Background: an optimization exercise with open tools, aiming at small area, a short achievable clock period and few clock cycles. Do not read the settings as production practice. Power is estimated from default activity; no workload was simulated.

==> module millisecond_timer_slot_table_unit, before the edit <==
module millisecond_timer_slot_table_unit (
   input  logic        clock,
   input  logic        reset,
   input  logic        req_tvalid,
   output logic        req_tready,
   input  logic [7:0]  req_tdata,   
   input  logic [1:0]  req_tuser,   
   output logic        rsp_tvalid,
   input  logic        rsp_tready,
   output logic [39:0] rsp_tdata
);
   localparam int SLOTS = msts_pkg::SLOTS;
   localparam int CW    = msts_pkg::COUNT_WIDTH;
   logic [SLOTS-1:0] used_ff;
   logic [7:0]       owner_ff [SLOTS];
   logic [CW-1:0]    stamp_ff [SLOTS];
   logic [CW-1:0]    tick_cnt_ff;
   logic             r_v_ff;
   logic [1:0]       r_cmd_ff;
   logic [7:0]       r_id_ff;
   logic             s0_v_ff;
   logic             s0_tick_ff, s0_start_ff, s0_stop_ff, s0_read_ff;
   logic [7:0]       s0_id_ff;
   logic [SLOTS-1:0] s0_eq_ff;
   logic             s0_hit_ff;
   logic          e_v_ff;
   logic          e_success_ff;
   logic [3:0]    e_slot_ff;
   logic          e_running_ff;
   logic [CW-1:0] e_stamp_ff;
   logic          out_v_ff;
   logic          out_success_ff;
   logic [3:0]    out_slot_ff;
   logic [CW-1:0] out_elapsed_ff;
   logic          out_running_ff;
   logic adv, ex;
   assign adv        = !out_v_ff || rsp_tready;
   assign req_tready = rsp_tready;
   assign ex         = s0_v_ff && adv;
   logic [SLOTS-1:0] free1, claim, release_;
   logic [SLOTS-1:0] claim_s, release_s;
   logic             hit, anyfree, stop_rest;
   logic             is_tick, is_start, is_stop, is_read;
   logic [3:0]       hit_idx, free_idx;
   logic [CW-1:0]    hit_stamp;
   assign is_tick  = s0_tick_ff;
   assign is_start = s0_start_ff;
   assign is_stop  = s0_stop_ff;
   assign is_read  = s0_read_ff;
   always_comb begin
      logic seen_free;
      seen_free = 1'b0;
      hit_idx   = '0;
      free_idx  = '0;
      hit_stamp = '0;
      stop_rest = 1'b0;
      for (int i = 0; i < SLOTS; i++) begin
         free1[i]  = !used_ff[i] && !seen_free;
         seen_free = seen_free || !used_ff[i];
         if (s0_eq_ff[i]) begin
            hit_idx   = hit_idx | 4'(i);
            hit_stamp = hit_stamp | stamp_ff[i];
         end
         if (free1[i]) begin
            free_idx = free_idx | 4'(i);
         end
         stop_rest = stop_rest || (used_ff[i] && !s0_eq_ff[i]);
      end
      hit      = s0_hit_ff;
      anyfree  = seen_free;
      claim_s   = (s0_v_ff && is_start && !hit) ? free1 : '0;
      release_s = (s0_v_ff && is_stop) ? s0_eq_ff : '0;
      claim     = adv ? claim_s : '0;
      release_  = adv ? release_s : '0;
   end
   logic [SLOTS-1:0] in_eq, cmp;
   logic             in_hit, fwd;
   assign fwd = s0_v_ff && (r_id_ff == s0_id_ff);
   always_comb begin
      for (int i = 0; i < SLOTS; i++) begin
         cmp[i] = used_ff[i] && (owner_ff[i] == r_id_ff);
      end
      if (fwd) begin
         in_eq  = is_stop ? '0 : (s0_eq_ff | claim_s);
         in_hit = !is_stop && (hit || (is_start && anyfree));
      end else begin
         in_eq  = cmp;
         in_hit = |cmp;
      end
   end
   logic [CW-1:0] tick_cnt_in;
   assign tick_cnt_in = is_tick ? tick_cnt_ff + 1'b1 : tick_cnt_ff;
   always_ff @(posedge clock) begin
      if (reset) begin
         used_ff     <= '0;
         tick_cnt_ff <= '0;
      end else begin
         used_ff <= (used_ff | claim) & ~release_;
         if (ex) begin
            tick_cnt_ff <= tick_cnt_in;
         end
      end
   end
   always_ff @(posedge clock) begin
      for (int i = 0; i < SLOTS; i++) begin
         if (!used_ff[i]) begin
            owner_ff[i] <= s0_id_ff;
            stamp_ff[i] <= tick_cnt_ff;
         end
      end
   end
   always_ff @(posedge clock) begin
      if (reset) begin
         r_v_ff   <= 1'b0;
         s0_v_ff  <= 1'b0;
         e_v_ff   <= 1'b0;
         out_v_ff <= 1'b0;
      end else begin
         if (req_tready) begin
            r_v_ff <= req_tvalid;
         end else if (adv) begin
            r_v_ff <= 1'b0;
         end
         if (adv) begin
            s0_v_ff  <= r_v_ff;
            e_v_ff   <= s0_v_ff;
            out_v_ff <= e_v_ff;
         end
      end
   end
   always_ff @(posedge clock) begin
      if (req_tready) begin
         r_cmd_ff <= req_tuser;
         r_id_ff  <= req_tdata;
      end
   end
   always_ff @(posedge clock) begin
      if (adv) begin
         s0_tick_ff  <= (r_cmd_ff == msts_pkg::CMD_TICK);
         s0_start_ff <= (r_cmd_ff == msts_pkg::CMD_START);
         s0_stop_ff  <= (r_cmd_ff == msts_pkg::CMD_STOP);
         s0_read_ff  <= (r_cmd_ff == msts_pkg::CMD_READ);
         s0_id_ff  <= r_id_ff;
         s0_eq_ff  <= in_eq;
         s0_hit_ff <= in_hit;
      end
   end
   always_ff @(posedge clock) begin
      if (adv) begin
         e_stamp_ff   <= (hit && (is_start || is_read)) ? hit_stamp : tick_cnt_in;
         e_success_ff <= is_tick || hit || (is_start && anyfree);
         e_running_ff <= is_start || (is_stop ? stop_rest : (|used_ff));
         if (hit && (is_start || is_read)) begin
            e_slot_ff <= hit_idx;
         end else if (is_start && anyfree) begin
            e_slot_ff <= free_idx;
         end else begin
            e_slot_ff <= '0;
         end
      end
   end
   logic [CW-1:0] diff;
   always_comb begin
      logic [CW-1:0] g, p, gg, pp, gn, pn;
      g = tick_cnt_ff & ~e_stamp_ff;
      p = tick_cnt_ff ^ ~e_stamp_ff;
      gg    = g;
      gg[0] = g[0] | p[0];
      pp    = p;
      for (int d = 1; d < CW; d = d * 2) begin
         gn = gg;
         pn = pp;
         for (int i = d; i < CW; i++) begin
            gn[i] = gg[i] | (pp[i] & gg[i-d]);
            pn[i] = pp[i] & pp[i-d];
         end
         gg = gn;
         pp = pn;
      end
      diff = p ^ {gg[CW-2:0], 1'b1};
   end
   always_ff @(posedge clock) begin
      if (adv) begin
         out_success_ff <= e_success_ff;
         out_slot_ff    <= e_slot_ff;
         out_running_ff <= e_running_ff;
         out_elapsed_ff <= diff;
      end
   end
   assign rsp_tvalid = out_v_ff;
   assign rsp_tdata  = {2'b00, out_running_ff, 16'd0, out_elapsed_ff, out_slot_ff, out_success_ff};
endmodule
==> flow/config.mk <==
export PLATFORM = sky130hd
export DESIGN_NAME = millisecond_timer_slot_table_unit
export DESIGN_NICKNAME = millisecond_timer_slot_table_unit
export VERILOG_FILES = /design/flow/design.v
export SDC_FILE = /design/flow/constraint.sdc
export NUM_CORES = 4
export LEC_CHECK = 0
export ABC_CLOCK_PERIOD_IN_PS = 2200
export CAP_MARGIN = 20
export CORE_MARGIN = 2
export CORE_UTILIZATION = 55
export SETUP_SLACK_MARGIN = 2.3
export SLEW_MARGIN = 20
==> flow/constraint.sdc <==
create_clock -name core_clock -period 4.5 [get_ports {clock}]
set_input_delay 0.9000 -clock core_clock [delete_from_list [all_inputs] [get_ports {clock}]]
set_output_delay 0.9000 -clock core_clock [all_outputs]
set_load 0.01 [all_outputs]
standard.sh (not shown) runs the stock make flow with config.mk's settings and CLKGATE_MAP_FILE= SYNTH_SCRIPT=/design/flow/synth_recipe.tcl, a recipe that flattens the netlist after the stock synthesis.
==> flow/flow/run.sh <==
#!/bin/bash
set -o pipefail
export CTS_ARGS="-sink_clustering_enable -repair_clock_nets -dont_use_dummy_load -sink_clustering_size 24 -sink_clustering_max_diameter 60 -buf_list {sky130_fd_sc_hd__clkbuf_8 sky130_fd_sc_hd__clkbuf_16}"
bash standard.sh > standard.log 2>&1
Rerun with:
--- a/flow/design.v
+++ b/flow/design.v
@@ -22,15 +22,12 @@
    localparam int SLOTS = msts_pkg::SLOTS;
    localparam int CW    = msts_pkg::COUNT_WIDTH;
    logic [SLOTS-1:0] used_ff;
    logic [7:0]       owner_ff [SLOTS];
    logic [CW-1:0]    stamp_ff [SLOTS];
    logic [CW-1:0]    tick_cnt_ff;
-   logic             r_v_ff;
-   logic [1:0]       r_cmd_ff;
-   logic [7:0]       r_id_ff;
    logic             s0_v_ff;
    logic             s0_tick_ff, s0_start_ff, s0_stop_ff, s0_read_ff;
    logic [7:0]       s0_id_ff;
    logic [SLOTS-1:0] s0_eq_ff;
    logic             s0_hit_ff;
    logic          e_v_ff;
@@ -40,15 +37,15 @@
    logic [CW-1:0] e_stamp_ff;
    logic          out_v_ff;
    logic          out_success_ff;
    logic [3:0]    out_slot_ff;
    logic [CW-1:0] out_elapsed_ff;
    logic          out_running_ff;
-   logic adv, ex;
+   logic adv, ex, nfull_ff;
    assign adv        = !out_v_ff || rsp_tready;
-   assign req_tready = rsp_tready;
+   assign req_tready = nfull_ff || rsp_tready;
    assign ex         = s0_v_ff && adv;
    logic [SLOTS-1:0] free1, claim, release_;
    logic [SLOTS-1:0] claim_s, release_s;
    logic             hit, anyfree, stop_rest;
    logic             is_tick, is_start, is_stop, is_read;
    logic [3:0]       hit_idx, free_idx;
@@ -82,16 +79,16 @@
       release_s = (s0_v_ff && is_stop) ? s0_eq_ff : '0;
       claim     = adv ? claim_s : '0;
       release_  = adv ? release_s : '0;
    end
    logic [SLOTS-1:0] in_eq, cmp;
    logic             in_hit, fwd;
-   assign fwd = s0_v_ff && (r_id_ff == s0_id_ff);
+   assign fwd = s0_v_ff && (req_tdata == s0_id_ff);
    always_comb begin
       for (int i = 0; i < SLOTS; i++) begin
-         cmp[i] = used_ff[i] && (owner_ff[i] == r_id_ff);
+         cmp[i] = used_ff[i] && (owner_ff[i] == req_tdata);
       end
       if (fwd) begin
          in_eq  = is_stop ? '0 : (s0_eq_ff | claim_s);
          in_hit = !is_stop && (hit || (is_start && anyfree));
       end else begin
          in_eq  = cmp;
@@ -118,42 +115,34 @@
             stamp_ff[i] <= tick_cnt_ff;
          end
       end
    end
    always_ff @(posedge clock) begin
       if (reset) begin
-         r_v_ff   <= 1'b0;
          s0_v_ff  <= 1'b0;
          e_v_ff   <= 1'b0;
          out_v_ff <= 1'b0;
+         nfull_ff <= 1'b1;
       end else begin
          if (req_tready) begin
-            r_v_ff <= req_tvalid;
-         end else if (adv) begin
-            r_v_ff <= 1'b0;
+            s0_v_ff <= req_tvalid;
          end
          if (adv) begin
-            s0_v_ff  <= r_v_ff;
             e_v_ff   <= s0_v_ff;
             out_v_ff <= e_v_ff;
          end
+         nfull_ff <= !((req_tready ? req_tvalid : s0_v_ff) && (adv ? e_v_ff : out_v_ff));
       end
    end
    always_ff @(posedge clock) begin
       if (req_tready) begin
-         r_cmd_ff <= req_tuser;
-         r_id_ff  <= req_tdata;
-      end
-   end
-   always_ff @(posedge clock) begin
-      if (adv) begin
-         s0_tick_ff  <= (r_cmd_ff == msts_pkg::CMD_TICK);
-         s0_start_ff <= (r_cmd_ff == msts_pkg::CMD_START);
-         s0_stop_ff  <= (r_cmd_ff == msts_pkg::CMD_STOP);
-         s0_read_ff  <= (r_cmd_ff == msts_pkg::CMD_READ);
-         s0_id_ff  <= r_id_ff;
+         s0_tick_ff  <= (req_tuser == msts_pkg::CMD_TICK);
+         s0_start_ff <= (req_tuser == msts_pkg::CMD_START);
+         s0_stop_ff  <= (req_tuser == msts_pkg::CMD_STOP);
+         s0_read_ff  <= (req_tuser == msts_pkg::CMD_READ);
+         s0_id_ff  <= req_tdata;
          s0_eq_ff  <= in_eq;
          s0_hit_ff <= in_hit;
       end
    end
    always_ff @(posedge clock) begin
       if (adv) begin
@@ -166,37 +155,17 @@
             e_slot_ff <= free_idx;
          end else begin
             e_slot_ff <= '0;
          end
       end
    end
-   logic [CW-1:0] diff;
-   always_comb begin
-      logic [CW-1:0] g, p, gg, pp, gn, pn;
-      g = tick_cnt_ff & ~e_stamp_ff;
-      p = tick_cnt_ff ^ ~e_stamp_ff;
-      gg    = g;
-      gg[0] = g[0] | p[0];
-      pp    = p;
-      for (int d = 1; d < CW; d = d * 2) begin
-         gn = gg;
-         pn = pp;
-         for (int i = d; i < CW; i++) begin
-            gn[i] = gg[i] | (pp[i] & gg[i-d]);
-            pn[i] = pp[i] & pp[i-d];
-         end
-         gg = gn;
-         pp = pn;
-      end
-      diff = p ^ {gg[CW-2:0], 1'b1};
-   end
    always_ff @(posedge clock) begin
       if (adv) begin
          out_success_ff <= e_success_ff;
          out_slot_ff    <= e_slot_ff;
          out_running_ff <= e_running_ff;
-         out_elapsed_ff <= diff;
+         out_elapsed_ff <= tick_cnt_ff - e_stamp_ff;
       end
    end
    assign rsp_tvalid = out_v_ff;
    assign rsp_tdata  = {2'b00, out_running_ff, 16'd0, out_elapsed_ff, out_slot_ff, out_success_ff};
 endmodule
Effect:
- The new run completed without violations
- cell count falls slightly
- design area shrinks by a few percent
- sequential power drops by a few percent
- register-to-register slack improves by 0.14 ns
- via count goes down by a few percent
Function was not checked in any run of this note: the RTL went through the layout flow alone.

## static timing again, ports no longer ideal
How much do the figures lean on ideal ports? The routed layouts below were timed once more, with nothing changed but the port constraints. Step 1 assumes that a clkbuf_16 drives the clock port and a buf_2 every other input. Step 2 adds t to the input delays and takes it off the output delays; t is the mean of the earliest and latest rising clock arrival at the registers after step 1. Input paths then give back, and output paths get back, about the clock's delay inside the block. Slacks: ideal ports / drivers / drivers and shift; pairs: ideal ports / drivers.
| run | shift t [ns] | setup WS [ns] | hold slack, ns | worst setup path after step 2 | worst data-port slew with drivers (ns) |
|---|---|---|---|---|---|
| the first run | 0.578 | 2.189 / 2.189 / 1.938 | 0.405 / 0.405 / 0.405 | input to register | 0.04 |
| the second run | 0.582 | 2.140 / 2.099 / 1.813 | 0.423 / 0.423 / 0.423 | input to register | 0.05 |
After both steps every run listed still meets setup and hold. For the second run, which loses most, drivers alone change the setup slack by -0.041 ns; drivers and shift together by -0.327 ns.
